This design comes from an exercise in tuning for small area on the open sky130 flow, not from production work. The RTL was checked by simulation tests, not by an equivalence proof against the original design. Power and IR drop assume default switching activity.

## design/flow/flow/run.sh

```bash
#!/bin/bash
# Standard ORFS layout (standard.sh, unchanged synthesis), with two changes:
#  - port buffers are buf_1 instead of the resizer's default pick;
#  - CTS uses clkbuf_8, clusters of up to 20 sinks within 50 um, and no dummy loads.
set -euo pipefail
bash standard.sh \
  "BUFFER_PORTS_ARGS=-buffer_cell sky130_fd_sc_hd__buf_1" \
  "CTS_ARGS=-sink_clustering_enable -repair_clock_nets -dont_use_dummy_load -sink_clustering_size 20 -sink_clustering_max_diameter 50 -buf_list sky130_fd_sc_hd__clkbuf_8" \
  finish > standard_flow.log 2>&1
```

## design/flow/standard.sh

```bash
#!/bin/bash
# synth_recipe.tcl (not shown) runs the flow's synth.tcl, then flattens the netlist and writes it again
# the make line also repeats each setting of config.mk as NAME=value (left out here)
make -C /OpenROAD-flow-scripts/flow DESIGN_CONFIG=/design/flow/config.mk WORK_HOME=/design/flow/orfs CLKGATE_MAP_FILE= SYNTH_SCRIPT=/design/flow/synth_recipe.tcl "${@:-finish}"
```

## design/flow/config.mk

```make
export PLATFORM = sky130hd
export DESIGN_NAME = miner_dispatch
export DESIGN_NICKNAME = miner_dispatch
export VERILOG_FILES = /design/flow/design.v
export SDC_FILE = /design/flow/constraint.sdc
export NUM_CORES = 4
export LEC_CHECK = 0
export CAP_MARGIN = 20
export CORE_MARGIN = 2
export CORE_UTILIZATION = 65
export PLACE_DENSITY = 0.75
export SLEW_MARGIN = 20
```

## design/flow/constraint.sdc

```tcl
create_clock -name core_clock -period 10.0 [get_ports {clk}]
set_input_delay 2.0000 -clock core_clock [delete_from_list [all_inputs] [get_ports {clk}]]
set_output_delay 2.0000 -clock core_clock [all_outputs]
set_load 0.01 [all_outputs]
```

## design/flow/design.v

```verilog
`default_nettype none
module miner_dispatch (
    input  wire logic         clk,
    input  wire logic         rst_n,
    input  wire logic [7:0]   rx_data,
    input  wire logic         rx_valid,
    output      logic         rx_ready,
    output      logic [255:0] midstate,
    output      logic [95:0]  data2,
    output      logic         start_mining,
    input  wire logic         miner_busy,
    input  wire logic         got_ticket,
    input  wire logic [31:0]  golden_nonce,
    output      logic [7:0]   tx_data,
    output      logic         tx_valid,
    input  wire logic         tx_ready,
    output      logic         dispatch_busy,
    output      logic         err_arm
);
    logic [351:0] r_frame_n;
    logic [351:0] r_job_n;
    logic         r_nvld;
    logic [5:0]   r_cnt;
    logic         r_pend;
    logic         r_park;
    logic         r_load, r_nload, r_wait, r_run, r_drain;
    logic [3:0]   r_tmr;
    logic [23:0]  r_res;       
    logic [7:0]   w_next_byte;
    logic         w_acc, w_nacc, w_c43, w_fire, w_last, w_ticket, w_pend_go;
    logic         w_hold_last, w_arm_last, w_drain_last;
    logic         n_load, n_start, n_wait, n_run, n_drain, n_txv, n_stay, n_err;
    assign w_acc  = rx_valid & rx_ready;
    assign w_nacc = ~rx_valid | r_park;
    assign w_c43  = r_cnt[5] & r_cnt[3] & r_cnt[1] & r_cnt[0];
    assign w_fire = tx_valid & tx_ready;
    assign w_last = r_tmr[1] & r_tmr[0];
    assign w_hold_last  = r_tmr[1] & r_tmr[0];
    assign w_arm_last   = &r_tmr;
    assign w_drain_last = r_tmr[2] & r_tmr[0];
    assign w_ticket  = (r_run | r_drain) & got_ticket;
    assign w_pend_go = (r_run | r_drain) & ~got_ticket & r_pend;
    assign n_load  = (~dispatch_busy & r_pend) | w_pend_go;
    assign n_start = r_load | (start_mining & ~w_hold_last);
    assign n_wait  = (start_mining & w_hold_last) | (r_wait & ~miner_busy & ~w_arm_last);
    assign n_err   = r_wait & ~miner_busy & w_arm_last;
    assign n_run   = (r_wait & miner_busy) | (r_run & ~got_ticket & ~r_pend & miner_busy);
    assign n_drain = (r_run & ~got_ticket & ~r_pend & ~miner_busy) |
                     (r_drain & ~got_ticket & ~r_pend & ~w_drain_last);
    assign n_txv   = w_ticket | (tx_valid & ~(tx_ready & w_last));
    assign w_next_byte = ({8{~r_tmr[1] & ~r_tmr[0]}} & r_res[7:0]) |
                         ({8{~r_tmr[1] &  r_tmr[0]}} & r_res[15:8]) |
                         ({8{ r_tmr[1] & ~r_tmr[0]}} & r_res[23:16]);
    assign n_stay  = (start_mining & n_start) | (r_wait & n_wait) | (r_drain & n_drain);
    assign {data2, midstate} = ~(r_job_n | {352{r_nvld}});
    always_ff @(posedge clk) begin
        r_frame_n <= ({352{w_acc}} & {~rx_data, r_frame_n[351:8]}) | ({352{w_nacc}} & r_frame_n);
        r_job_n   <= ({352{r_load}} & r_frame_n) | ({352{r_nload}} & r_job_n);
        if (n_stay || (w_fire && !w_last)) r_tmr <= r_tmr + 4'd1;
        else if (!(tx_valid && !tx_ready)) r_tmr <= 4'd0;
        if (w_ticket) r_res <= golden_nonce[31:8];
    end
    always_ff @(posedge clk or negedge rst_n) begin
        if (!rst_n) begin
            r_cnt         <= 6'b100000;
            r_pend        <= 1'b0;
            r_park        <= 1'b0;
            rx_ready      <= 1'b1;
            r_load        <= 1'b0;
            r_nload       <= 1'b1;
            start_mining  <= 1'b0;
            r_wait        <= 1'b0;
            r_run         <= 1'b0;
            r_drain       <= 1'b0;
            tx_valid      <= 1'b0;
            dispatch_busy <= 1'b0;
            err_arm       <= 1'b0;
            tx_data       <= 8'd0;
            r_nvld        <= 1'b1;
        end else begin
            if (w_acc) r_cnt <= w_c43 ? 6'b100000 : {r_cnt[4:0], r_cnt[5] ^ r_cnt[4]};
            r_pend   <= (r_pend & ~r_load) | (w_acc & w_c43);
            r_park   <= (r_park & ~r_load) | (r_pend & ~r_load & w_acc & w_c43);
            rx_ready <= ~((r_park & ~r_load) | (r_pend & ~r_load & w_acc & w_c43));
            r_load        <= n_load;
            r_nload       <= ~n_load;
            start_mining  <= n_start;
            r_wait        <= n_wait;
            r_run         <= n_run;
            r_drain       <= n_drain;
            tx_valid      <= n_txv;
            err_arm       <= n_err;
            dispatch_busy <= n_load | n_start | n_wait | n_run | n_drain | n_txv;
            if (r_load) r_nvld <= 1'b0;
            if (w_ticket)                tx_data <= golden_nonce[7:0];
            else if (w_fire && !w_last)  tx_data <= w_next_byte;
        end
    end
endmodule
`default_nettype wire
```

==> results.txt <==
* DR pass1 iterations at 5
* Via count at ~18000
* PwrDens at approximately 260 mW/mm^2
* Mapped Area at roughly 0.025 mm^2
* Setup TNS at 0 ps
* Layout cells sized above 1 at between 3 and 4%
* First-pass GRT wire length at 89.6 mm
* Worst Hold Class: reg2reg
* Post-Syn Nets at 2190
* Synth area leader: dfxtp_1
* Final Cell Area at roughly 0.027 mm^2
* Num rows at 71
* Core box area at 0.0374 mm^2
* Netlist cell types at 37
* Final wirelength at 58.0 mm
* M3 GR Usage at 5.04%
* Crit path capture type: output pin
* Dominant cells by area after synthesis: dfxtp_1 57%, a22o_1 25%, nor2_1 5.6%, edfxtp_1 3.4%, clkbuf_1 2.9%
* Setup bufs post-CTS at 0
* Max-cap viol count at 0
* Die area at ~0.039 mm^2
* Slew @ Worst Pin at roughly 1100 ps
* Placed cells at between 2000 and 3000
* Arrival time worst endpoint at approximately 3300 ps
* Critical-path maximum fanout at 75
* Die extent in y at ~200 um
* Largest net degree at the start of global routing at around 200
* FF+latch count, synth at 759
* Routed Antenna Nets at 0
* I/O Pins at 411
* Kind of critical path: reg2out
* Status: timing/DRC/antenna clean
* DR WL/cell at between 15 and 20 um
* Initial antenna violation count at 1
* VDD IR max at 0.179 mV
* IO Port Bufs at 410
* HPWL after DPL at around 35 mm
* Multi-input gate area at 0.00814 mm^2
* Worst skew pair latency at around 650 ps
* Hold WS at between 400 and 500 ps
* M2 GR Usage at 41.5%
* Final Hold Vio Count at 0
* Hold buffers post-CTS at 0
* Gr ovfl total at 0
* Startpoint Class: flip-flop
* Unrepaired setup endpoints after global routing: false
* Max Clk Rate at around 190 MHz
* Longest Clk Path Bufs at 3
* Busiest grt layer: met2
* Syn Inst Count at around 2100
* DIE WIDTH at 198 um
* CTS clock-pin slew for the worst setup and hold paths at 120 ps
* Starting Density at 65.6%
* Final Instance Count excl. Fillers at roughly 3000
* Final GP Congestion at between 0.8 and 0.9
* Fillers at about 2800
* Syn Area/Cell at roughly 11 um^2
* Tcrit/Tclk final at approximately 53%
* Clk_skew at roughly 43 ps
* Minimum clock period at 5290 ps
* Residual DRC at 0
* CTS tree: built
* Cell Area, Placed at 0.0261 mm^2
* Final setup fails at 0
* Starting DRT DRC Count at between 1000 and 1500
* Seq/Total Area, Yosys at a little under two thirds
* Vias per inst at roughly 6
* PostCTS Resize Cnt at 0
* Final net count at between 2000 and 2500
* Num Clock Sinks at 759
* Vias in the first global route at ~16000
* Num CTS Buffers at 50
* Ys Warns at 1
* Area fraction of the dominant cell type after synthesis at 57.5%
* GRT Total Usage at approximately 28%
* Register area at between 0.015 and 0.02 mm^2
* Fin. max-slew vios at 0
* Root Buffer: clkbuf_8
* GRT met1 Usage at roughly 41%
* Leak at a little over 10 nW
* Area delta synth->final at 9.39%
* Critical Path RT at 8000 ps
* Headroom to the max-slew limit at a little under 30%
* CTS H-tree lvls at 2
worst max-delay path, cell delays in order, from the launching register on:
cell and delay [ps]:
dfstp_4 1100, buf_4 580, buf_4 600, nor2_1 120, buf_1 160
per-layer routing:
| metal | vias up | routed length (um) |
|---|---|---|
| met1 | 8798 | 26300 |
| li1 | 8359 | - |
| met3 | 105 | 4020 |
| met2 | 599 | 25500 |
| met5 | - | 0 |
| met4 | 0 | 2210 |
state kept, by name (all words and copies together), names as in the netlist:
name and count:
r_nvld 1, r_frame_n 352, dispatch_busy 1, r_drain 1, r_cnt 6, r_job_n 352
start_mining 1, r_pend 1, r_tmr 4, r_run 1, r_nload 1, r_park 1
r_res 24, tx_data 8, rx_ready 1, r_load 1, r_wait 1, tx_valid 1
err_arm 1
cells in the mapped netlist (all sizes together):
cell type,instances
xor2,1
o21a,2
nor2b,3
nand3,7
or2,1
clkbuf,192
xnor2,2
dfxtp,704
a32o,1
dfrtp,23
nor3b,1
and3,2
a21oi,12
a21boi,1
and2,1
o31ai,1
nor2,366
or3,1
ha,5
o21ai,18
edfxtp,28
a22o,696
o21bai,1
nand2,31
nand3b,2
o211ai,1
or4,1
nand2b,1
dfstp,4
inv,7
buf,10
a211oi,2
o2111a,1
a222oi,8
a21o,2
cell usage in the layout, fill, tap and decap left out, drive strengths merged, types with 8 or more instances in the layout:
| cell | Yosys | layout |
|---|---|---|
| o21ai | 18 | 18 |
| a21oi | 12 | 12 |
| edfxtp | 28 | 28 |
| a222oi | 8 | 8 |
| nand2 | 31 | 31 |
| clkbuf | 192 | 50 |
| nor2 | 366 | 366 |
| dfxtp | 704 | 704 |
| dfrtp | 23 | 23 |
| buf | 10 | 428 |
| a22o | 696 | 696 |
layout make-up:
type	count	share of cell area (%)
timing repair buffer	428	6.37
antenna	1	0.00933
inverter	7	0.0979
tap	511	2.38
sequential	759	58.2
clock buffer	50	2.56
multi-input combinational	1171	30.3
final timing paths:
check | slack [ps] | from | cells after the start | end
setup / recovery | 4710 | r_nvld$_DFFE_PN1P_ | 4 | midstate[253]
hold / removal | 470 | r_frame_n[3]$_DFF_P_ | 1 | r_job_n[3]$_DFF_P_
setup reg to reg | 6520 | r_nload$_DFF_PN1_ | 3 | r_job_n[159]$_DFF_P_
hold reg to reg | 470 | r_frame_n[3]$_DFF_P_ | 1 | r_job_n[3]$_DFF_P_
max in group asynchronous | 8310 | rst_n | 2 | rx_ready$_DFF_PN1_
min in group asynchronous | 1360 | rst_n | 2 | r_cnt[4]$_DFFE_PN0P_
stage by stage:
step	util, %	worst slack [ps]	power, mW
2_1_floorplan	-	6510	5.09
3_3_place_gp	69.8	5500	5.62
3_5_place_dp	69.8	5410	5.66
4_1_cts	71.7	4670	6.96
5_1_grt	71.7	4470	7.29
6_report	71.7	4710	6.93
logic make-up (layout without fill, tap and decap cells):
kind of cell,count (synthesis),in the layout,synth area share (%)
AOI/OAI and AO/OA,746,746,26.2
xor gates and xnor gates,3,3,0.107
adders and majority gates,5,5,0.255
buffers and inverters,209,485,3.20
DFF,759,759,63.7
other,0,1,0
and+or+nand+nor,417,417,6.59
where the power goes:
| part | internal, mW | total [mW] | switching [mW] |
|---|---|---|---|
| clock | 0.450 | 1.32 | 0.867 |
| sequential | 3.64 | 4.15 | 0.513 |
| combinational | 0.638 | 1.46 | 0.824 |

## static timing again, ports no longer ideal
The results above use ideal ports. As a check the final layout listed here was re-extracted and re-timed, cells and wires unchanged. Step 1 (the two cells are an assumption about what drives the block):
set clk [get_ports {clk}]
set_driving_cell -lib_cell sky130_fd_sc_hd__clkbuf_16 $clk
set_driving_cell -lib_cell sky130_fd_sc_hd__buf_2 [delete_from_list [all_inputs] $clk]
Step 2 times the ports against the registers' clock, not the clock port: input delays grow and output delays shrink by t, the midpoint of the rising clock arrivals with the driver on. a / b / c = no drivers / after step 1 / after step 2; a / b = the first two.
t (ns): 0.688
slack for setup (ns): 4.709 / 4.653 / 5.341
cell pins on the clock port's net: 1
After both steps setup and hold are still met in this run. For this run, drivers alone change the setup slack by -0.056 ns; drivers and shift together by +0.632 ns.
